What follows belongs to an exercise in optimizing a design on an open flow for small area, a short achievable clock period and few clock cycles per item; a production flow would make more cautious choices. RTL that was checked went through simulation tests only; none was proved equivalent to the original. No functional check of the RTL was part of run 2. Power and IR drop assume default switching activity.

$ cat design/flow/config.mk
export PLATFORM = sky130hd
export DESIGN_NAME = data_feeder_top
export DESIGN_NICKNAME = data_feeder_top
export VERILOG_FILES = /design/flow/design.v
export SDC_FILE = /design/flow/constraint.sdc
export NUM_CORES = 4
export LEC_CHECK = 0
export ABC_CLOCK_PERIOD_IN_PS = 2500
export CAP_MARGIN = 20
export CORE_AREA = 5 5 225 225
export CTS_BUF_LIST = sky130_fd_sc_hd__clkbuf_8 sky130_fd_sc_hd__clkbuf_16
export CTS_CLUSTER_DIAMETER = 150
export CTS_CLUSTER_SIZE = 40
export DIE_AREA = 0 0 230 230
export SETUP_SLACK_MARGIN = 2.8
export SLEW_MARGIN = 20
$ cat design/flow/constraint.sdc
create_clock -name core_clock -period 5.0 [get_ports {clk_i}]
set_input_delay 1.0000 -clock core_clock [delete_from_list [all_inputs] [get_ports {clk_i}]]
set_output_delay 1.0000 -clock core_clock [all_outputs]
set_load 0.01 [all_outputs]
$ cat design/flow/design.v
`default_nettype none
package feeder_pkg;
    typedef logic [31:0]  bus_addr_t;
    typedef logic [31:0]  bus_data_t;
    typedef logic [15:0]  word_t;
    typedef logic [511:0] line_t;
    typedef logic [4:0]   word_idx_t;
    typedef logic [14:0]  len_t;
    typedef logic [14:0]  sram_idx_t;
    typedef logic [7:0]   opcode_t;
    localparam opcode_t OP_LOAD_INPUT  = 8'd9;
    localparam opcode_t OP_LOAD_WEIGHT = 8'd10;
    localparam bus_addr_t REG_DRAM_ADDR = 32'h0000_2024;
    localparam bus_addr_t REG_DRAM_LEN  = 32'h0000_2028;
    localparam bus_addr_t REG_XFER      = 32'h0000_2030;
    localparam bus_addr_t REG_SRAM_IDX  = 32'h0000_2034;
    localparam bus_addr_t REG_DATA_TYPE = 32'h0000_2038;
    localparam bus_addr_t REG_BUSY      = 32'h0000_0020;
    localparam int unsigned LINE_BYTES = 64;
    typedef struct packed {
        len_t      len;
        sram_idx_t sram_idx;
        logic      weight;
    } xfer_cfg_t;
    typedef struct packed {
        logic      valid;
        opcode_t   opcode;
        word_t     data;
        sram_idx_t idx;
    } load_cmd_t;
endpackage
`default_nettype wire
`default_nettype none
module feeder_regs #(
    parameter feeder_pkg::bus_addr_t BUS_BASE = 32'hC400_0000
) (
    input  logic                  clk_i,
    input  logic                  rst_i,
    input  logic                  host_strobe_i,
    input  logic                  host_rw_i,
    input  feeder_pkg::bus_addr_t host_addr_i,
    input  feeder_pkg::bus_data_t host_wdata_i,
    output logic                  host_ready_o,
    output feeder_pkg::bus_data_t host_rdata_o,
    input  logic                  busy_i,
    output feeder_pkg::xfer_cfg_t cfg_o,
    output logic                  addr_we_o,
    output logic                  start_o
);
    localparam feeder_pkg::bus_addr_t ADDR_DRAM_ADDR = BUS_BASE + feeder_pkg::REG_DRAM_ADDR;
    localparam feeder_pkg::bus_addr_t ADDR_DRAM_LEN  = BUS_BASE + feeder_pkg::REG_DRAM_LEN;
    localparam feeder_pkg::bus_addr_t ADDR_XFER      = BUS_BASE + feeder_pkg::REG_XFER;
    localparam feeder_pkg::bus_addr_t ADDR_SRAM_IDX  = BUS_BASE + feeder_pkg::REG_SRAM_IDX;
    localparam feeder_pkg::bus_addr_t ADDR_DATA_TYPE = BUS_BASE + feeder_pkg::REG_DATA_TYPE;
    localparam feeder_pkg::bus_addr_t ADDR_BUSY      = BUS_BASE + feeder_pkg::REG_BUSY;
    logic wr_en;
    logic rd_en;
    logic busy_q;
    logic idx_set_q;
    feeder_pkg::sram_idx_t idx_q;
    assign wr_en     = host_strobe_i && host_rw_i;
    assign rd_en     = host_strobe_i && !host_rw_i;
    assign addr_we_o = wr_en && (host_addr_i == ADDR_DRAM_ADDR);
    always_ff @(posedge clk_i) begin
        if (rst_i) begin
            start_o <= 1'b0;
        end else begin
            start_o <= wr_en && (host_addr_i == ADDR_XFER);
        end
    end
    always_ff @(posedge clk_i) begin
        if (rst_i) begin
            cfg_o.weight <= 1'b0;
            idx_set_q    <= 1'b0;
        end else if (wr_en) begin
            if (host_addr_i == ADDR_DATA_TYPE) begin
                cfg_o.weight <= host_wdata_i[0];
            end
            if (host_addr_i == ADDR_SRAM_IDX) begin
                idx_set_q <= 1'b1;
            end
        end
    end
    always_ff @(posedge clk_i) begin
        if (wr_en && (host_addr_i == ADDR_SRAM_IDX)) begin
            idx_q <= feeder_pkg::sram_idx_t'(host_wdata_i);
        end
    end
    assign cfg_o.sram_idx = idx_q & {15{idx_set_q}};
    always_ff @(posedge clk_i) begin
        if (wr_en && (host_addr_i == ADDR_DRAM_LEN)) begin
            cfg_o.len <= feeder_pkg::len_t'(host_wdata_i);
        end
    end
    always_ff @(posedge clk_i) begin
        if (rst_i) begin
            host_ready_o <= 1'b0;
        end else begin
            host_ready_o <= host_strobe_i;
        end
    end
    always_ff @(posedge clk_i) begin
        if (rst_i) begin
            busy_q <= 1'b0;
        end else if (rd_en && (host_addr_i == ADDR_BUSY)) begin
            busy_q <= busy_i || start_o;
        end
    end
    assign host_rdata_o = feeder_pkg::bus_data_t'(busy_q);
endmodule
`default_nettype wire
`default_nettype none
module dram_read_req (
    input  logic                  clk_i,
    input  logic                  rst_i,
    input  logic                  addr_we_i,
    input  feeder_pkg::bus_data_t wdata_i,
    input  logic                  start_i,
    input  feeder_pkg::xfer_cfg_t cfg_i,
    output feeder_pkg::word_idx_t first_word_o,
    input  logic                  fifo_addr_full_i,
    input  logic                  fifo_rw_full_i,
    output logic                  dram_addr_valid_o,
    output feeder_pkg::bus_addr_t dram_addr_o,
    output logic                  busy_o
);
    logic [30:0] addr_q;
    logic        active_q;    
    logic        rewind_q;    
    logic        valid_q;     
    logic        first_q;     
    logic [9:0]  full_q;
    logic [1:0]  part_q;
    logic [5:0]  part_words;
    logic [1:0]  part_lines;
    logic        full_zero;
    logic        last_q;      
    logic        one_line;    
    logic        two_left;    
    logic        step;
    logic        fifo_ready;
    logic [25:0] line_next;
    assign part_words = 6'(cfg_i.len[4:0]) + 6'(addr_q[4:0]);
    assign part_lines = (part_words == 6'd0)  ? 2'd0 :
                        (part_words <= 6'd32) ? 2'd1 : 2'd2;
    assign full_zero  = (full_q == '0);
    assign one_line   = (cfg_i.len[14:5] == 10'd0) ? (part_lines == 2'd1) :
                        ((cfg_i.len[14:5] == 10'd1) && (part_lines == 2'd0));
    assign two_left   = full_zero ? (part_q == 2'd2) :
                        (full_q == 10'd1) ? (part_q == 2'd1) :
                        ((full_q == 10'd2) && (part_q == 2'd0));
    assign step       = valid_q || rewind_q;
    assign fifo_ready = !fifo_addr_full_i && !fifo_rw_full_i;
    always_comb begin
        logic carry;
        carry = 1'b1;
        for (int i = 0; i < 26; i++) begin
            line_next[i] = addr_q[5 + i] ^ carry;
            carry        = carry & (addr_q[5 + i] ^ rewind_q);
        end
    end
    always_ff @(posedge clk_i) begin
        if (rst_i) begin
            active_q <= 1'b0;
            rewind_q <= 1'b0;
            valid_q  <= 1'b0;
        end else if (start_i) begin
            active_q <= 1'b1;
            valid_q  <= fifo_ready;
        end else if (valid_q) begin
            valid_q <= 1'b0;
            if (last_q) begin
                active_q <= 1'b0;
                rewind_q <= 1'b1;
            end
        end else if (rewind_q) begin
            if (last_q) begin
                rewind_q <= 1'b0;
            end
        end else begin
            valid_q <= active_q && fifo_ready;
        end
    end
    always_ff @(posedge clk_i) begin
        if (rst_i) begin
            addr_q <= '0;
        end else if (addr_we_i) begin
            addr_q <= wdata_i[31:1];
        end else if (step) begin
            addr_q[30:5] <= line_next;
        end
    end
    always_ff @(posedge clk_i) begin
        if (start_i || (valid_q && last_q)) begin
            full_q <= cfg_i.len[14:5];
            part_q <= part_lines;
            last_q <= one_line;
        end else if (step) begin
            last_q <= two_left;
            if (full_zero) begin
                part_q <= part_q - 1'b1;
            end else begin
                full_q <= full_q - 1'b1;
            end
        end
    end
    always_ff @(posedge clk_i) begin
        if (start_i) begin
            first_q <= 1'b1;
        end else if (valid_q) begin
            first_q <= 1'b0;
        end
    end
    assign dram_addr_valid_o = valid_q;
    assign dram_addr_o       = {addr_q[30:5], addr_q[4:0] & {5{first_q}}, 1'b0};
    assign first_word_o      = addr_q[4:0];
    assign busy_o            = active_q || rewind_q;
endmodule
`default_nettype wire
`default_nettype none
module gemm_load_feeder (
    input  logic                  clk_i,
    input  logic                  rst_i,
    input  logic                  start_i,
    input  feeder_pkg::xfer_cfg_t cfg_i,
    input  feeder_pkg::word_idx_t first_word_i,
    input  logic                  fifo_data_empty_i,
    input  feeder_pkg::line_t     dram_line_i,
    output logic                  fifo_data_rd_en_o,
    output feeder_pkg::load_cmd_t load_cmd_o,
    output logic                  busy_o
);
    feeder_pkg::sram_idx_t idx_q;
    logic                  active_q;    
    logic [3:0]            ptr_lo_q;    
    logic [7:0]            ptr_hi_q;    
    feeder_pkg::len_t      left_q;      
    logic                  pop_q;       
    logic                  pop_only_q;  
    logic                  valid_q;
    feeder_pkg::word_t     data_q;
    logic                  take;
    logic                  last_word;
    logic                  next_last;
    logic                  at_30;
    logic                  at_31;
    feeder_pkg::word_t     word;
    assign take      = active_q && !fifo_data_empty_i && !pop_only_q;
    assign last_word = (left_q == 15'd1);
    assign at_30     = ptr_hi_q[7] && ptr_lo_q[2];
    assign at_31     = ptr_hi_q[7] && ptr_lo_q[3];
    assign next_last = (left_q == 15'd2) || at_30;
    always_ff @(posedge clk_i) begin
        if (rst_i) begin
            active_q   <= 1'b0;
            pop_q      <= 1'b0;
            pop_only_q <= 1'b0;
            valid_q    <= 1'b0;
        end else begin
            valid_q    <= take;
            pop_only_q <= 1'b0;
            if (start_i) begin
                active_q <= 1'b1;
                pop_q    <= 1'b0;
            end else if (take) begin
                if (last_word) begin
                    active_q <= 1'b0;
                end
                if (pop_q) begin
                    pop_q <= 1'b0;
                end else if (at_31 || last_word) begin
                    pop_q      <= 1'b1;
                    pop_only_q <= 1'b1;
                end else begin
                    pop_q <= next_last;
                end
            end else if (pop_only_q) begin
                pop_q <= 1'b0;
            end
        end
    end
    always_ff @(posedge clk_i) begin
        if (start_i) begin
            ptr_lo_q <= 4'(1) << first_word_i[1:0];
            ptr_hi_q <= 8'(1) << first_word_i[4:2];
            left_q   <= cfg_i.len;
        end else if (take) begin
            ptr_lo_q <= {ptr_lo_q[2:0], ptr_lo_q[3]};
            if (ptr_lo_q[3]) begin
                ptr_hi_q <= {ptr_hi_q[6:0], ptr_hi_q[7]};
            end
            left_q   <= left_q - 1'b1;
        end
    end
    always_ff @(posedge clk_i) begin
        if (start_i) begin
            idx_q <= cfg_i.sram_idx;
        end else if (valid_q) begin
            idx_q <= idx_q + 1'b1;
        end
    end
    always_comb begin
        word = '0;
        for (int k = 0; k < 32; k++) begin
            word = word | (dram_line_i[16*k +: 16] & {16{ptr_lo_q[k % 4] & ptr_hi_q[k / 4]}});
        end
    end
    always_ff @(posedge clk_i) begin
        data_q <= word;
    end
    assign load_cmd_o.valid  = valid_q;
    assign load_cmd_o.opcode = cfg_i.weight ? feeder_pkg::OP_LOAD_WEIGHT
                                            : feeder_pkg::OP_LOAD_INPUT;
    assign load_cmd_o.data   = data_q;
    assign load_cmd_o.idx    = idx_q;
    assign fifo_data_rd_en_o = pop_q;
    assign busy_o            = active_q;
endmodule
`default_nettype wire
`default_nettype none
module data_feeder_top #(
    parameter feeder_pkg::bus_addr_t BUS_BASE = 32'hC400_0000
) (
    input  logic                  clk_i,
    input  logic                  rst_i,
    input  logic                  host_strobe_i,
    input  logic                  host_rw_i,
    input  feeder_pkg::bus_addr_t host_addr_i,
    input  feeder_pkg::bus_data_t host_wdata_i,
    output logic                  host_ready_o,
    output feeder_pkg::bus_data_t host_rdata_o,
    input  logic                  fifo_addr_full_i,
    input  logic                  fifo_rw_full_i,
    input  logic                  fifo_data_empty_i,
    input  feeder_pkg::line_t     dram_line_i,
    output logic                  dram_addr_valid_o,
    output feeder_pkg::bus_addr_t dram_addr_o,
    output logic                  fifo_data_rd_en_o,
    output feeder_pkg::load_cmd_t load_cmd_o
);
    feeder_pkg::xfer_cfg_t xfer_cfg;
    logic                  xfer_start;
    logic                  addr_we;
    feeder_pkg::word_idx_t first_word;
    logic                  req_busy;
    logic                  load_busy;
    feeder_regs #(
        .BUS_BASE (BUS_BASE)
    ) feeder_regs_inst (
        .clk_i         (clk_i),
        .rst_i         (rst_i),
        .host_strobe_i (host_strobe_i),
        .host_rw_i     (host_rw_i),
        .host_addr_i   (host_addr_i),
        .host_wdata_i  (host_wdata_i),
        .host_ready_o  (host_ready_o),
        .host_rdata_o  (host_rdata_o),
        .busy_i        (req_busy || load_busy),
        .cfg_o         (xfer_cfg),
        .addr_we_o     (addr_we),
        .start_o       (xfer_start)
    );
    dram_read_req dram_read_req_inst (
        .clk_i             (clk_i),
        .rst_i             (rst_i),
        .addr_we_i         (addr_we),
        .wdata_i           (host_wdata_i),
        .start_i           (xfer_start),
        .cfg_i             (xfer_cfg),
        .first_word_o      (first_word),
        .fifo_addr_full_i  (fifo_addr_full_i),
        .fifo_rw_full_i    (fifo_rw_full_i),
        .dram_addr_valid_o (dram_addr_valid_o),
        .dram_addr_o       (dram_addr_o),
        .busy_o            (req_busy)
    );
    gemm_load_feeder gemm_load_feeder_inst (
        .clk_i             (clk_i),
        .rst_i             (rst_i),
        .start_i           (xfer_start),
        .cfg_i             (xfer_cfg),
        .first_word_i      (first_word),
        .fifo_data_empty_i (fifo_data_empty_i),
        .dram_line_i       (dram_line_i),
        .fifo_data_rd_en_o (fifo_data_rd_en_o),
        .load_cmd_o        (load_cmd_o),
        .busy_o            (load_busy)
    );
endmodule
`default_nettype wire
$ cat design/flow/flow/run.sh
#!/bin/bash
# Standard ORFS layout, with the port buffers made of the smallest buffer
# cell, and the slow wide OR and NOR cells, the four-input-stack AOI/OAI
# cells, the two-stage AO/OA cells and the unsizable AOI222 kept out of
# the mapping and sizing. Pins may sit on every track, for a smaller die.
set -euo pipefail
lib="$FLOW_HOME/platforms/sky130hd/lib/sky130_fd_sc_hd__tt_025C_1v80.lib"
platform=$(sed -n '/DONT_USE_CELLS += /,/^$/p' "$FLOW_HOME/platforms/sky130hd/config.mk" \
  | tr -d '\\' | sed 's/export DONT_USE_CELLS += //' | tr -s ' \n' ' ')
slow=$(grep -o 'cell ("sky130_fd_sc_hd__\(or4\|or3\|nor4\|a222oi\|a2111o\|o2111a\|a221o_\|o221a_\|a2bb2o_\|o2bb2a_\)[a-z0-9_]*")' "$lib" \
  | sed 's/cell ("//; s/")//' | tr '\n' ' ')
echo "DONT_USE_CELLS=$platform $slow" > dont_use.log
export PLACE_PINS_ARGS="-min_distance 1 -min_distance_in_tracks"
export BUFFER_PORTS_ARGS="-buffer_cell sky130_fd_sc_hd__buf_1"
bash standard.sh "DONT_USE_CELLS=$platform $slow" finish > standard.log 2>&1
$ cat design/flow/standard.sh
#!/bin/bash
# synth_recipe.tcl (not shown) runs the flow's synth.tcl, then flattens the netlist and writes it again
# the make line also repeats each setting of config.mk as NAME=value (left out here)
make -C /OpenROAD-flow-scripts/flow DESIGN_CONFIG=/design/flow/config.mk WORK_HOME=/design/flow/orfs CLKGATE_MAP_FILE= SYNTH_SCRIPT=/design/flow/synth_recipe.tcl "${@:-finish}"
==> impl_metrics.json, run 1 <==
{
  "finalCritPeriodShare_pct": 43.9,
  "cts_tree": "yes",
  "clock_path_buffers": 2,
  "dr.pass1.iters": 7,
  "fin_tns_setup_ns": 0,
  "power_leakage_nw": 5.18,
  "yosysSeqAreaShare_pct": 34.8,
  "p_per_area_mw_per_mm2": 192,
  "synth_top_cell_area_share_pct": 23.7,
  "clk_latency_ns": 0.45,
  "start_util_pct": 22.5,
  "io_pins": 690,
  "ys_ff_latch": 145,
  "yosys_most_used_dff": "edfxtp_1",
  "wl_per_cell_um": 28.2,
  "syn2layout_area_growth_pct": 37.3,
  "ys_top_cells_by_area": "edfxtp_1 24%, a22oi_1 13%, dfxtp_1 11%",
  "worstPathArrival_ns": 2.47,
  "drive_gt1_share_pct": 8.70,
  "power_w": 0.00285,
  "core_area_mm2": 0.0478,
  "synth.largest_area_cell": "edfxtp_1",
  "cts.sinks": 145,
  "htree_levels": 4,
  "path_max_fanout": 26,
  "tightest_slew_ns": 1.12,
  "critical_path.startpoint_type": "input port",
  "hold_viol_final": 0,
  "ant_nets": 0,
  "synthArstFlopShare_pct": 0,
  "synthCells": 1283,
  "hpwl_mm": 57.4,
  "drc": 0,
  "via_count": 14000,
  "gp_congestion": 1.11,
  "ys_top_cells_by_count": "184 x a22oi_1, 119 x nand2_1, 99 x nor2_1",
  "cts_buffers": 17,
  "min_period_ns": 2.19,
  "wl_mm": 72.5,
  "yosysUniqueCellTypes": 67,
  "numPortBuffers": 651,
  "clk_pin_slew_ns": 0.06,
  "cp-end-kind": "register",
  "timing.fmax_mhz": 456,
  "num_rows": 80,
  "finalMaxSlewViolations": 0,
  "synthesis.area_mm2": 0.0108,
  "crit_slowest_cell": "nand3_4",
  "grt_pass1_wl_mm": 97.0,
  "rsz0062_at_grt": "yes",
  "hold_class": "reg2reg",
  "yosys_warnings": 4,
  "final_nets": 2505,
  "die_w_um": 230,
  "drv_cap": 0,
  "skew_ns": 0.0152,
  "vias_per_cell": 5.43,
  "cpPeakStageDelay_ns": 0.33,
  "worstHoldPathCells": 2,
  "first_global_vias": 13400,
  "die_area_mm2": 0.0529,
  "worst-path-buf-inv": 1,
  "antenna_found_initial": 49,
  "critical_path_required_ns": 5.28,
  "synth_edf_count": 85,
  "drt_iter0_markers": 1494,
  "path_class": "in2reg",
  "cts-root-buf": "clkbuf_16",
  "crit_cells": 7,
  "critPathTopFamily": "simple AND/OR/NAND/NOR gates",
  "path_cells": "buf_1 > and4bb_2 > and3_4 > and4_1 > nand3_4 > mux2i_1 > nor2_1",
  "status": "timing/DRC/antenna clean",
  "track_usage_pct": 25.1,
  "finalSetupViolCount": 0,
  "synth.most_common_cell": "a22oi_1",
  "syn_area_per_cell_um2": 8.40,
  "overflow": 0,
  "reg2reg_depth": 8,
  "fillerInstances": 5293,
  "die_h_um": 230,
  "slew_headroom_pct": 25.6,
  "grt_start_max_net_pins": 77,
  "peakVddDrop_mv": 0.186
}
-- sequential cells by signal (all words and copies together), names as in the netlist, 2 cells and up --
signal / flops
gemm_load_feeder_inst.ptr_hi_q: 8
dram_read_req_inst.full_q: 10
feeder_regs_inst.idx_q: 15
gemm_load_feeder_inst.ptr_lo_q: 4
gemm_load_feeder_inst.idx_q: 15
dram_read_req_inst.addr_q: 31
gemm_load_feeder_inst.data_q: 16
dram_read_req_inst.part_q: 2
gemm_load_feeder_inst.left_q: 15
feeder_regs_inst.cfg_o: 16
-- cell usage in the layout, fill, tap and decap left out, types with 7 or more instances in the layout --
| cell type | count |
|---|---|
| a211oi_1 | 21 |
| a21oi_1 | 71 |
| a221oi_1 | 11 |
| a22o_1 | 13 |
| a22oi_1 | 183 |
| a311oi_1 | 7 |
| a31oi_1 | 10 |
| a32oi_1 | 18 |
| and3_1 | 13 |
| buf_1 | 641 |
| buf_4 | 54 |
| clkbuf_16 | 18 |
| conb_1 | 38 |
| dfxtp_1 | 49 |
| diode_2 | 38 |
| edfxtp_1 | 85 |
| ha_1 | 14 |
| inv_1 | 30 |
| mux2i_1 | 12 |
| nand2_1 | 119 |
| nand3_1 | 51 |
| nand3b_1 | 7 |
| nand4_1 | 24 |
| nor2_1 | 96 |
| nor2b_1 | 12 |
| nor3_1 | 33 |
| o211ai_1 | 7 |
| o21ai_0 | 45 |
| o22ai_1 | 20 |
| xnor2_1 | 28 |
| xor2_1 | 38 |
-- final timing paths --
check	from	to	slack, ns
setup / recovery	host_addr_i[0]	dram_read_req_inst.addr_q[5]	2.81
hold / removal	feeder_regs_inst.idx_set_q	feeder_regs_inst.idx_set_q	0.47
setup reg to reg	feeder_regs_inst.cfg_o[16]	dram_read_req_inst.last_q	2.81
hold reg to reg	feeder_regs_inst.idx_set_q	feeder_regs_inst.idx_set_q	0.47
-- timing repair --
item,4_1_cts,5_1_grt
resized for setup,41,27
hold buffers,0,0
pin swaps,7,12
setup buffers,16,24
endpoints found under the setup margin,89,67
gates cloned,1,1
-- per-stage QoR --
step | util [%] | setup slack, ns | cell area [um^2] | std cells | hold WS, ns
finish | 30.9 | 2.81 | 14800 | 2572 | 0.467
global route | 30.9 | 2.70 | 14800 | 2557 | 0.502
CTS | 30.1 | 2.80 | 14400 | 2509 | 0.473
detailed placement | 28.4 | 2.09 | 13600 | 2460 | 0.459
global placement | 28.4 | 2.12 | 13600 | 2460 | 0.443
floorplan | - | 2.61 | 10900 | 1319 | 0.432
-- report_power, final --
group	leakage, nW	internal (W)	total (W)	switching, W
combinational	3.71	0.000166	0.000356	0.000190
sequential	1.20	0.00125	0.00125	0.000000106
clock	0.273	0.000650	0.00124	0.000591
total	5.18	0.00207	0.00285	0.000781
-- routing by layer --
layer / part of all wire (%) / global-route usage, % / vias up
met2: 44 / 39.3 / 968
met5: 0.22 / 0 / -
met4: 6.8 / 15.7 / 26
met3: 12 / 11.5 / 240
li1: - / - / 6107
met1: 37 / 27.7 / 6630
-- cells by family after synthesis --
family | Yosys count | share of synthesized area (%)
compound gates | 450 | 29.8
other cells | 2 | 0.0697
xor+xnor | 66 | 5.36
fa+ha+maj | 16 | 1.93
buf+inv | 177 | 7.85
simple gates | 415 | 19.0
mux | 12 | 1.11
flops | 145 | 34.8
-- cell type report --
class / count / area (um^2) / share of cell area, %
multi-input cells: 998 / 6500 / 43.9
flip-flops and latches: 145 / 3780 / 25.5
repair buffers: 711 / 2970 / 20.1
well taps: 615 / 769 / 5.20
clock buffers: 17 / 425 / 2.87
inverters: 33 / 131 / 0.887
clock inverters: 15 / 128 / 0.862
diodes: 38 / 95.1 / 0.642
-- tightest hold or removal path: cells and delay by family, from the launching register on --
family | cells | cell delay (ns)
flops | 1 | 0.32
simple gates | 2 | 0.12
Testbench counts, summed over its fixed seeds: cycles 185,016, words 174,743.
==> inputs of run 2 (changes only) <==
--- a/design/flow/design.v
+++ b/design/flow/design.v
@@ -233,6 +233,5 @@
     feeder_pkg::sram_idx_t idx_q;
     logic                  active_q;    
-    logic [3:0]            ptr_lo_q;    
-    logic [7:0]            ptr_hi_q;    
+    logic [31:0]           sel_q;       
     feeder_pkg::len_t      left_q;      
     logic                  pop_q;       
@@ -248,6 +247,6 @@
     assign take      = active_q && !fifo_data_empty_i && !pop_only_q;
     assign last_word = (left_q == 15'd1);
-    assign at_30     = ptr_hi_q[7] && ptr_lo_q[2];
-    assign at_31     = ptr_hi_q[7] && ptr_lo_q[3];
+    assign at_30     = sel_q[30];
+    assign at_31     = sel_q[31];
     assign next_last = (left_q == 15'd2) || at_30;
     always_ff @(posedge clk_i) begin
@@ -282,12 +281,8 @@
     always_ff @(posedge clk_i) begin
         if (start_i) begin
-            ptr_lo_q <= 4'(1) << first_word_i[1:0];
-            ptr_hi_q <= 8'(1) << first_word_i[4:2];
+            sel_q    <= 32'(1) << first_word_i;
             left_q   <= cfg_i.len;
         end else if (take) begin
-            ptr_lo_q <= {ptr_lo_q[2:0], ptr_lo_q[3]};
-            if (ptr_lo_q[3]) begin
-                ptr_hi_q <= {ptr_hi_q[6:0], ptr_hi_q[7]};
-            end
+            sel_q    <= {sel_q[30:0], sel_q[31]};
             left_q   <= left_q - 1'b1;
         end
@@ -303,5 +298,5 @@
         word = '0;
         for (int k = 0; k < 32; k++) begin
-            word = word | (dram_line_i[16*k +: 16] & {16{ptr_lo_q[k % 4] & ptr_hi_q[k / 4]}});
+            word = word | (dram_line_i[16*k +: 16] & {16{sel_q[k]}});
         end
     end
==> design/flow/flow/run.sh (replaced) <==
#!/bin/bash
# Standard ORFS layout, with the port buffers made of the smallest buffer
# cell, and the slow wide OR and NOR cells and the unsizable AOI222 kept
# out of the mapping and sizing.
set -euo pipefail
lib="$FLOW_HOME/platforms/sky130hd/lib/sky130_fd_sc_hd__tt_025C_1v80.lib"
platform=$(sed -n '/DONT_USE_CELLS += /,/^$/p' "$FLOW_HOME/platforms/sky130hd/config.mk" \
  | tr -d '\\' | sed 's/export DONT_USE_CELLS += //' | tr -s ' \n' ' ')
slow=$(grep -o 'cell ("sky130_fd_sc_hd__\(or4\|or3\|nor4\|a222oi\)[a-z0-9_]*")' "$lib" \
  | sed 's/cell ("//; s/")//' | tr '\n' ' ')
echo "DONT_USE_CELLS=$platform $slow" > dont_use.log
export BUFFER_PORTS_ARGS="-buffer_cell sky130_fd_sc_hd__buf_1"
bash standard.sh "DONT_USE_CELLS=$platform $slow" finish > standard.log 2>&1
--- a/design/flow/config.mk
+++ b/design/flow/config.mk
@@ -8,9 +8,9 @@
 export ABC_CLOCK_PERIOD_IN_PS = 2500
 export CAP_MARGIN = 20
-export CORE_AREA = 5 5 225 225
+export CORE_AREA = 5 5 235 235
 export CTS_BUF_LIST = sky130_fd_sc_hd__clkbuf_8 sky130_fd_sc_hd__clkbuf_16
 export CTS_CLUSTER_DIAMETER = 150
 export CTS_CLUSTER_SIZE = 40
-export DIE_AREA = 0 0 230 230
+export DIE_AREA = 0 0 240 240
 export SETUP_SLACK_MARGIN = 2.8
 export SLEW_MARGIN = 20
==> impl_metrics.json, run 2 <==
{
  "yosys_warnings": 4,
  "clk_latency_ns": 0.47,
  "vias_per_cell": 5.40,
  "io_pins": 690,
  "grt_pass1_wl_mm": 113,
  "path_common_cell": "nand4_1",
  "p_per_area_mw_per_mm2": 213,
  "layout.cells.non_filler": 2568,
  "final_cell_mix": "630 x buf_1, 160 x a22oi_1, 105 x edfxtp_1",
  "finalMaxSlewViolations": 0,
  "dp_cells": 2483,
  "syn_area_per_cell_um2": 9.08,
  "min_period_ns": 2.22,
  "syn2layout_area_growth_pct": 36.7,
  "worstPathArrival_ns": 2.55,
  "cts_buffers": 17,
  "synthArstFlopShare_pct": 0,
  "dr.pass1.iters": 7,
  "die_w_um": 240,
  "yosysSeqAreaShare_pct": 39.3,
  "ys_top_cells_by_area": "edfxtp_1 28%, a22oi_1 11%, dfxtp_1 11%",
  "power_leakage_nw": 5.29,
  "tightest_slew_ns": 1.23,
  "reg_top3": "gemm_load_feeder_inst.sel_q (32), dram_read_req_inst.addr_q (31)",
  "cts-root-buf": "clkbuf_16",
  "wl_mm": 87.9,
  "status": "timing/DRC/antenna clean",
  "final_nets": 2432,
  "first_global_vias": 13300,
  "track_usage_pct": 28.8,
  "yosys_most_used_dff": "edfxtp_1",
  "hpwl_mm": 71.8,
  "drt_iter0_markers": 1467,
  "grt_start_max_net_pins": 83,
  "die_h_um": 240,
  "numPortBuffers": 651,
  "largest_register": "gemm_load_feeder_inst.sel_q",
  "path_cells": "a22oi_1 > nand4_1 > nor2_1 > nand4_1",
  "critPathTopFamily": "flip-flops",
  "path_class": "reg2reg",
  "htree_levels": 4,
  "drv_cap": 0,
  "ys_ff_latch": 165,
  "peakVddDrop_mv": 0.209,
  "fin_tns_setup_ns": 0,
  "finalCritPeriodShare_pct": 44.4,
  "skew_ns": 0.0113,
  "clock_path_buffers": 2,
  "synth.most_common_cell": "a22oi_1",
  "die_area_mm2": 0.0576,
  "cts_tree": "yes",
  "start_util_pct": 21.1,
  "worst-path-buf-inv": 0,
  "synth.largest_area_cell": "edfxtp_1",
  "overflow": 0,
  "mostFrequentLayoutCell": "buf_1",
  "wl_per_cell_um": 34.2,
  "hold_viol_final": 0,
  "hold_class": "reg2reg",
  "synthesis.area_mm2": 0.0111,
  "ant_nets": 0,
  "core_area_mm2": 0.0524,
  "critical_path_required_ns": 5.33,
  "ctsHoldBuffers": 0,
  "yosysUniqueCellTypes": 66,
  "drive_gt1_share_pct": 8.40,
  "antenna_found_initial": 76,
  "drc": 0,
  "cp-end-kind": "register",
  "num_rows": 84,
  "synthCells": 1222,
  "cpPeakStageDelay_ns": 0.88,
  "critical_path.startpoint_type": "register",
  "timing.fmax_mhz": 451,
  "largest_register_ffs": 32,
  "gp_congestion": 1.01,
  "path_max_fanout": 17,
  "ys_top_cells_by_count": "160 x a22oi_1, 105 x edfxtp_1, 105 x nor2_1",
  "rsz0062_at_grt": "yes",
  "via_count": 13900,
  "crit_slowest_cell": "edfxtp_1",
  "finalSetupViolCount": 0,
  "clk_pin_slew_ns": 0.08,
  "synth_top_cell_area_share_pct": 28.4,
  "cts.sinks": 165,
  "synth_edf_count": 105,
  "slew_headroom_pct": 17.8
}
==> run 2: timing repair <==
item / 4_1_cts / 5_1_grt
gates resized for setup: 49 / 24
setup endpoints to repair: 114 / 102
pin swaps: 2 / 6
gates cloned: 1 / 0
buffers inserted: 11 / 6
==> run 2: worst paths after layout <==
check | from | end | slack (ns) | cells after the start
setup / recovery | gemm_load_feeder_inst.sel_q[4] | gemm_load_feeder_inst.data_q[7] | 2.78 | 4
hold reg to reg | feeder_regs_inst.idx_set_q | feeder_regs_inst.idx_set_q | 0.48 | 1
setup reg to reg | gemm_load_feeder_inst.sel_q[4] | gemm_load_feeder_inst.data_q[7] | 2.78 | 4
hold / removal | feeder_regs_inst.idx_set_q | feeder_regs_inst.idx_set_q | 0.48 | 1
==> run 2: cell families (layout without fill, tap and decap cells) <==
group,count (synthesis),count (layout),synth area share (%)
AOI/OAI and AO/OA,395,395,26.7
and+or+nand+nor,369,370,17.4
buffers and inverters,195,782,8.22
DFF,165,165,39.3
xor gates and xnor gates,63,63,4.98
muxes,17,17,1.53
adders and majority gates,16,16,1.87
other,2,72,0.0677
==> run 2: metrics by stage <==
| stage | utilization [%] | power, W | setup slack, ns | area (um^2) | hold slack, ns |
|---|---|---|---|---|---|
| after global routing | 28.8 | 0.00335 | 2.69 | 15100 | 0.511 |
| final | 28.9 | 0.00323 | 2.78 | 15200 | 0.484 |
| after CTS | 28.5 | 0.00327 | 2.71 | 14900 | 0.485 |
| after global placement | 26.8 | 0.00182 | 1.99 | 14000 | 0.456 |
| after floorplan | - | 0.00158 | 2.60 | 11300 | 0.451 |
| after detailed placement | 26.9 | 0.00182 | 1.89 | 14100 | 0.466 |
==> run 2: final cells by class <==
class | instances | area (um^2)
tap | 688 | 861
multi-input combinational | 899 | 6100
inverter | 53 | 199
timing repair buffer | 697 | 2900
clock inverter | 14 | 181
antenna | 34 | 85.1
clock buffer | 18 | 450
sequential | 165 | 4390
fill | 5750 | 37300
==> run 2: power breakdown <==
group          internal [W]  leakage [nW]  switching (W)  total [W]
Sequential          0.00143          1.31    0.000000252    0.00143
Combinational      0.000158          3.67       0.000209   0.000367
Clock              0.000748         0.305       0.000686    0.00143
==> run 2: layer usage <==
layer  track usage (%)  share of wire (%)  vias to the layer above
li1                  -                  -                     5891
met1              31.9                 35                     6763
met2              43.4                 44                      921
met3              17.5                 15                      238
met4              14.5                5.0                       58
met5                 0               0.44                        -
==> run 2: worst register-to-register path: cells and delay by family (launching register included) <==
kind	cells	cell delay [ns]
compound gates	1	0.54
flops	1	0.88
simple gates	3	0.66
==> inputs of run 3 (changes only) <==
--- a/design/flow/design.v
+++ b/design/flow/design.v
@@ -135,7 +135,5 @@
     logic [1:0]  part_lines;
     logic        full_zero;
-    logic        last_q;      
-    logic        one_line;    
-    logic        two_left;    
+    logic        last_step;
     logic        step;
     logic        fifo_ready;
@@ -145,9 +143,5 @@
                         (part_words <= 6'd32) ? 2'd1 : 2'd2;
     assign full_zero  = (full_q == '0);
-    assign one_line   = (cfg_i.len[14:5] == 10'd0) ? (part_lines == 2'd1) :
-                        ((cfg_i.len[14:5] == 10'd1) && (part_lines == 2'd0));
-    assign two_left   = full_zero ? (part_q == 2'd2) :
-                        (full_q == 10'd1) ? (part_q == 2'd1) :
-                        ((full_q == 10'd2) && (part_q == 2'd0));
+    assign last_step  = full_zero ? (part_q == 2'd1) : ((full_q == 10'd1) && (part_q == 2'd0));
     assign step       = valid_q || rewind_q;
     assign fifo_ready = !fifo_addr_full_i && !fifo_rw_full_i;
@@ -170,10 +164,10 @@
         end else if (valid_q) begin
             valid_q <= 1'b0;
-            if (last_q) begin
+            if (last_step) begin
                 active_q <= 1'b0;
                 rewind_q <= 1'b1;
             end
         end else if (rewind_q) begin
-            if (last_q) begin
+            if (last_step) begin
                 rewind_q <= 1'b0;
             end
@@ -192,10 +186,8 @@
     end
     always_ff @(posedge clk_i) begin
-        if (start_i || (valid_q && last_q)) begin
+        if (start_i || (valid_q && last_step)) begin
             full_q <= cfg_i.len[14:5];
             part_q <= part_lines;
-            last_q <= one_line;
         end else if (step) begin
-            last_q <= two_left;
             if (full_zero) begin
                 part_q <= part_q - 1'b1;
@@ -233,5 +225,6 @@
     feeder_pkg::sram_idx_t idx_q;
     logic                  active_q;    
-    logic [31:0]           sel_q;       
+    logic [3:0]            ptr_lo_q;    
+    logic [7:0]            ptr_hi_q;    
     feeder_pkg::len_t      left_q;      
     logic                  pop_q;       
@@ -247,6 +240,6 @@
     assign take      = active_q && !fifo_data_empty_i && !pop_only_q;
     assign last_word = (left_q == 15'd1);
-    assign at_30     = sel_q[30];
-    assign at_31     = sel_q[31];
+    assign at_30     = ptr_hi_q[7] && ptr_lo_q[2];
+    assign at_31     = ptr_hi_q[7] && ptr_lo_q[3];
     assign next_last = (left_q == 15'd2) || at_30;
     always_ff @(posedge clk_i) begin
@@ -281,8 +274,12 @@
     always_ff @(posedge clk_i) begin
         if (start_i) begin
-            sel_q    <= 32'(1) << first_word_i;
+            ptr_lo_q <= 4'(1) << first_word_i[1:0];
+            ptr_hi_q <= 8'(1) << first_word_i[4:2];
             left_q   <= cfg_i.len;
         end else if (take) begin
-            sel_q    <= {sel_q[30:0], sel_q[31]};
+            ptr_lo_q <= {ptr_lo_q[2:0], ptr_lo_q[3]};
+            if (ptr_lo_q[3]) begin
+                ptr_hi_q <= {ptr_hi_q[6:0], ptr_hi_q[7]};
+            end
             left_q   <= left_q - 1'b1;
         end
@@ -298,5 +295,5 @@
         word = '0;
         for (int k = 0; k < 32; k++) begin
-            word = word | (dram_line_i[16*k +: 16] & {16{sel_q[k]}});
+            word = word | (dram_line_i[16*k +: 16] & {16{ptr_lo_q[k % 4] & ptr_hi_q[k / 4]}});
         end
     end
==> design/flow/flow/run.sh (replaced) <==
#!/bin/bash
# Standard ORFS layout, with the port buffers made of the smallest buffer
# cell and the critical logic resynthesized for timing after floorplan.
set -euo pipefail
here=$PWD
mkdir -p rmp
python3 flow/strip_lib.py "$FLOW_HOME/platforms/sky130hd/lib/sky130_fd_sc_hd__tt_025C_1v80.lib" \
  rmp/rmp.lib 'sky130_fd_sc_hd__probe_p_*' 'sky130_fd_sc_hd__probec_p_*' 'sky130_fd_sc_hd__lpflow_*' \
  > strip_lib.log 2>&1
export RMP_LIB=$here/rmp/rmp.lib RMP_DIR=$here/rmp RMP_SLACK=3.0 RMP_DEPTH=4
export POST_FLOORPLAN_TCL=$here/flow/restructure.tcl
export BUFFER_PORTS_ARGS="-buffer_cell sky130_fd_sc_hd__buf_1"
bash standard.sh finish > standard.log 2>&1
==> design/flow/flow/restructure.tcl (new file) <==
# Resynthesize the logic of the paths near the worst slack for timing.
set tielo_cell_name [lindex $::env(TIELO_CELL_AND_PORT) 0]
set tielo_lib_name [get_name [get_property [lindex [get_lib_cell $tielo_cell_name] 0] library]]
set tiehi_cell_name [lindex $::env(TIEHI_CELL_AND_PORT) 0]
set tiehi_lib_name [get_name [get_property [lindex [get_lib_cell $tiehi_cell_name] 0] library]]
log_cmd restructure -liberty_file $::env(RMP_LIB) -target timing \
  -slack_threshold $::env(RMP_SLACK) -depth_threshold $::env(RMP_DEPTH) \
  -tielo_port $tielo_lib_name/$tielo_cell_name/[lindex $::env(TIELO_CELL_AND_PORT) 1] \
  -tiehi_port $tiehi_lib_name/$tiehi_cell_name/[lindex $::env(TIEHI_CELL_AND_PORT) 1] \
  -work_dir $::env(RMP_DIR) -abc_logfile $::env(RMP_DIR)/abc.log
==> design/flow/flow/strip_lib.py (new file) <==
#!/usr/bin/env python3
"""Copy a liberty file without the cells the platform marks don't-use."""
import re
import sys

src, dst = sys.argv[1], sys.argv[2]
dont_use = [re.compile(p.replace("*", ".*") + "$") for p in sys.argv[3:]]
out = []
skip_depth = None
depth = 0
for line in open(src):
    m = re.match(r'\s*cell\s*\(\s*"?([\w$]+)"?\s*\)', line)
    if skip_depth is None and m and any(r.match(m.group(1)) for r in dont_use):
        skip_depth = depth
    if skip_depth is None:
        out.append(line)
    depth += line.count("{") - line.count("}")
    if skip_depth is not None and depth <= skip_depth:
        skip_depth = None
open(dst, "w").writelines(out)
--- a/design/flow/config.mk
+++ b/design/flow/config.mk
@@ -9,8 +9,8 @@
 export CAP_MARGIN = 20
 export CORE_AREA = 5 5 235 235
-export CTS_BUF_LIST = sky130_fd_sc_hd__clkbuf_8 sky130_fd_sc_hd__clkbuf_16
-export CTS_CLUSTER_DIAMETER = 150
+export CTS_BUF_LIST = sky130_fd_sc_hd__clkbuf_8
+export CTS_CLUSTER_DIAMETER = 80
 export CTS_CLUSTER_SIZE = 40
 export DIE_AREA = 0 0 240 240
-export SETUP_SLACK_MARGIN = 2.8
+export SETUP_SLACK_MARGIN = 2.5
 export SLEW_MARGIN = 20
==> impl_metrics.json, run 3 <==
{
  "die_w_um": 240,
  "peakVddDrop_mv": 0.156,
  "ys_top_cells_by_area": "edfxtp_1 24%, dfxtp_1 12%, a22oi_1 9.5%",
  "finalMaxSlewViolations": 0,
  "synth.largest_area_cell": "edfxtp_1",
  "grt_start_max_net_pins": 54,
  "tightest_slew_ns": 0.949,
  "ys_ff_latch": 144,
  "hold_class": "reg2reg",
  "first_global_vias": 13100,
  "clock_path_buffers": 2,
  "drive_gt1_share_pct": 6.85,
  "final_cell_mix": "650 x buf_1, 130 x a22oi_1, 87 x nor2_1",
  "cts_tree": "yes",
  "power_leakage_nw": 4.51,
  "via_count": 13600,
  "cts_buffers": 17,
  "reg_top3": "dram_read_req_inst.addr_q (31), feeder_regs_inst.cfg_o (16), gemm_load_feeder_inst.data_q (16)",
  "synth_top_cell_area_share_pct": 24.3,
  "yosysSeqAreaShare_pct": 35.9,
  "overflow": 0,
  "mostFrequentLayoutCell": "buf_1",
  "dr.pass1.iters": 7,
  "yosys_warnings": 4,
  "path_class": "reg2reg",
  "final_nets": 2380,
  "finalCritPeriodShare_pct": 50.0,
  "slew_headroom_pct": 36.8,
  "clk_latency_ns": 0.50,
  "num_rows": 84,
  "synthArstFlopShare_pct": 0,
  "critical_path.startpoint_type": "register",
  "wl_per_cell_um": 32.0,
  "io_pins": 690,
  "vias_per_cell": 5.39,
  "numPortBuffers": 651,
  "synthesis.area_mm2": 0.0104,
  "fin_tns_setup_ns": 0,
  "syn_area_per_cell_um2": 8.88,
  "die_h_um": 240,
  "start_util_pct": 19.8,
  "setup_ws_ns": 2.50,
  "syn2layout_area_growth_pct": 36.7,
  "critical_path_required_ns": 5.38,
  "hpwl_mm": 65.6,
  "drt_iter0_markers": 1660,
  "grt_pass1_wl_mm": 104,
  "htree_levels": 4,
  "power_w": 0.00268,
  "skew_ns": 0.0271,
  "synth.most_common_cell": "a22oi_1",
  "synth_edf_count": 84,
  "ctsHoldBuffers": 0,
  "met3_usage_pct": 12.6,
  "drv_cap": 0,
  "largest_register_ffs": 31,
  "finalSetupViolCount": 0,
  "drc": 0,
  "cts.sinks": 144,
  "core_area_mm2": 0.0524,
  "clk_pin_slew_ns": 0.11,
  "gr-usage-met2_pct": 39.7,
  "synthCells": 1168,
  "die_area_mm2": 0.0576,
  "wl_mm": 80.7,
  "ant_nets": 0,
  "path_max_fanout": 42,
  "track_usage_pct": 25.9,
  "cts-root-buf": "clkbuf_8",
  "largest_register": "dram_read_req_inst.addr_q",
  "status": "timing/DRC/antenna clean",
  "cp-end-kind": "register",
  "grt_util_met1_pct": 30.3,
  "gp_congestion": 1.04,
  "p_per_area_mw_per_mm2": 189,
  "timing.fmax_mhz": 400,
  "min_period_ns": 2.50,
  "ys_top_cells_by_count": "131 x a22oi_1, 90 x nor2_1, 84 x edfxtp_1",
  "worstPathArrival_ns": 2.89,
  "post-place-ws_ns": 1.71,
  "antenna_found_initial": 64,
  "hold_viol_final": 0,
  "rsz0062_at_grt": "yes",
  "yosys_most_used_dff": "edfxtp_1",
  "yosysUniqueCellTypes": 74,
  "grt_busiest_layer": "met2"
}
[run 3: changes by cell type in the layout (fill, tap and decap cells not counted), sizes merged, moves of 15 or more]
cell	change
a22oi	-30
inv	-28
edfxtp	-21
a32oi	+25
nor4	+21
nor2	-15
a221oi	-42
nand3	+32
a22o	-36
a222oi	+42
a21oi	+37
nand4	-47
[run 3: worst paths after layout]
| kind | from | to | slack (ns) | cells after the start |
|---|---|---|---|---|
| worst max register to register | gemm_load_feeder_inst.ptr_hi_q[1] | gemm_load_feeder_inst.data_q[9] | 2.50 | 4 |
| worst min register to register | feeder_regs_inst.idx_set_q | feeder_regs_inst.idx_set_q | 0.49 | 1 |
| worst min-delay path | feeder_regs_inst.idx_set_q | feeder_regs_inst.idx_set_q | 0.49 | 1 |
| worst max-delay path | gemm_load_feeder_inst.ptr_hi_q[1] | gemm_load_feeder_inst.data_q[9] | 2.50 | 4 |
[run 3: cell families after synthesis]
logic type / after synthesis / synth area share (%)
AOI/OAI and AO/OA: 416 / 29.7
adders and majority gates: 14 / 1.76
muxes: 18 / 1.86
DFF: 144 / 35.9
buffers and inverters: 166 / 7.86
other: 2 / 0.0724
xor gates and xnor gates: 67 / 5.66
and+or+nand+nor: 341 / 17.1
[run 3: report_power, final]
group | switching (W) | internal [W]
Combinational | 0.000210 | 0.000161
Clock | 0.000554 | 0.000511
Sequential | 0.000000150 | 0.00124
Total | 0.000764 | 0.00191
[run 3: metal layers]
| metal | routed length [um] | vias to the layer above |
|---|---|---|
| li1 | - | 5806 |
| met1 | 29900 | 6506 |
| met2 | 36300 | 1017 |
| met3 | 10700 | 206 |
| met4 | 3540 | 34 |
| met5 | 235 | - |
[run 3: what timing repair did]
action | in CTS | in global routing
setup buffers | 8 | 6
pin swaps | 2 | 3
endpoints found under the setup margin | 62 | 34
resized for setup | 15 | 15
gates cloned | 0 | 3
[run 3: critical path, stage by stage (launching register included)]
cell      delay [ns]
edfxtp_1        0.40
buf_4           0.34
a222oi_1        0.90
a31oi_1         0.16
or4_1           0.55
[run 3: area by class of cell]
type / count / area [um^2]
flip-flops and latches: 144 / 3730
repair buffers: 697 / 2830
well taps: 688 / 861
clock inverters: 15 / 195
clock buffers: 17 / 234
inverters: 26 / 101
fillers: 5805 / 38300
multi-input cells: 897 / 6140
diodes: 34 / 85.1
[run 3: stage by stage]
step           instances  utilization, %  area, um^2  hold slack, ns
2_1_floorplan       1204               -       10600           0.451
3_3_place_gp        2435            25.6       13400           0.462
3_5_place_dp        2435            25.6       13400           0.475
4_1_cts             2475            26.6       14000           0.484
5_1_grt             2500            26.9       14100           0.531
6_report            2518            27.0       14200           0.490
Testbench counts of run 3, summed over its fixed seeds: cycles 185,016, words 174,743.

what the ideal ports hide:
No port has a modelled driver above. Below, the same layouts with a new extraction and two added sets of constraints. Step 1 assumes that a clkbuf_16 drives the clock port and a buf_2 every other input. Step 2 times the ports against the registers' clock, not the clock port: input delays grow and output delays shrink by t, the midpoint of the rising clock arrivals with the driver on. Three values: ideal ports, drivers, drivers and shift; two values: the first two.
run | t (ns) | setup slack, ns | worst register clock-pin slew, ns | cell pins on the clock port's net
run 1 | 0.481 | 2.806 / 2.797 / 2.346 | 0.07 / 0.07 | 1
run 2 | 0.518 | 2.781 / 2.728 / 2.405 | 0.08 / 0.08 | 1
run 3 | 0.536 | 2.498 / 2.498 / 2.060 | 0.11 / 0.11 | 1
After both steps setup and hold are still met in every run listed. The setup slack of run 1, which loses most, moves by -0.009 ns with the drivers and by -0.460 ns with both steps.
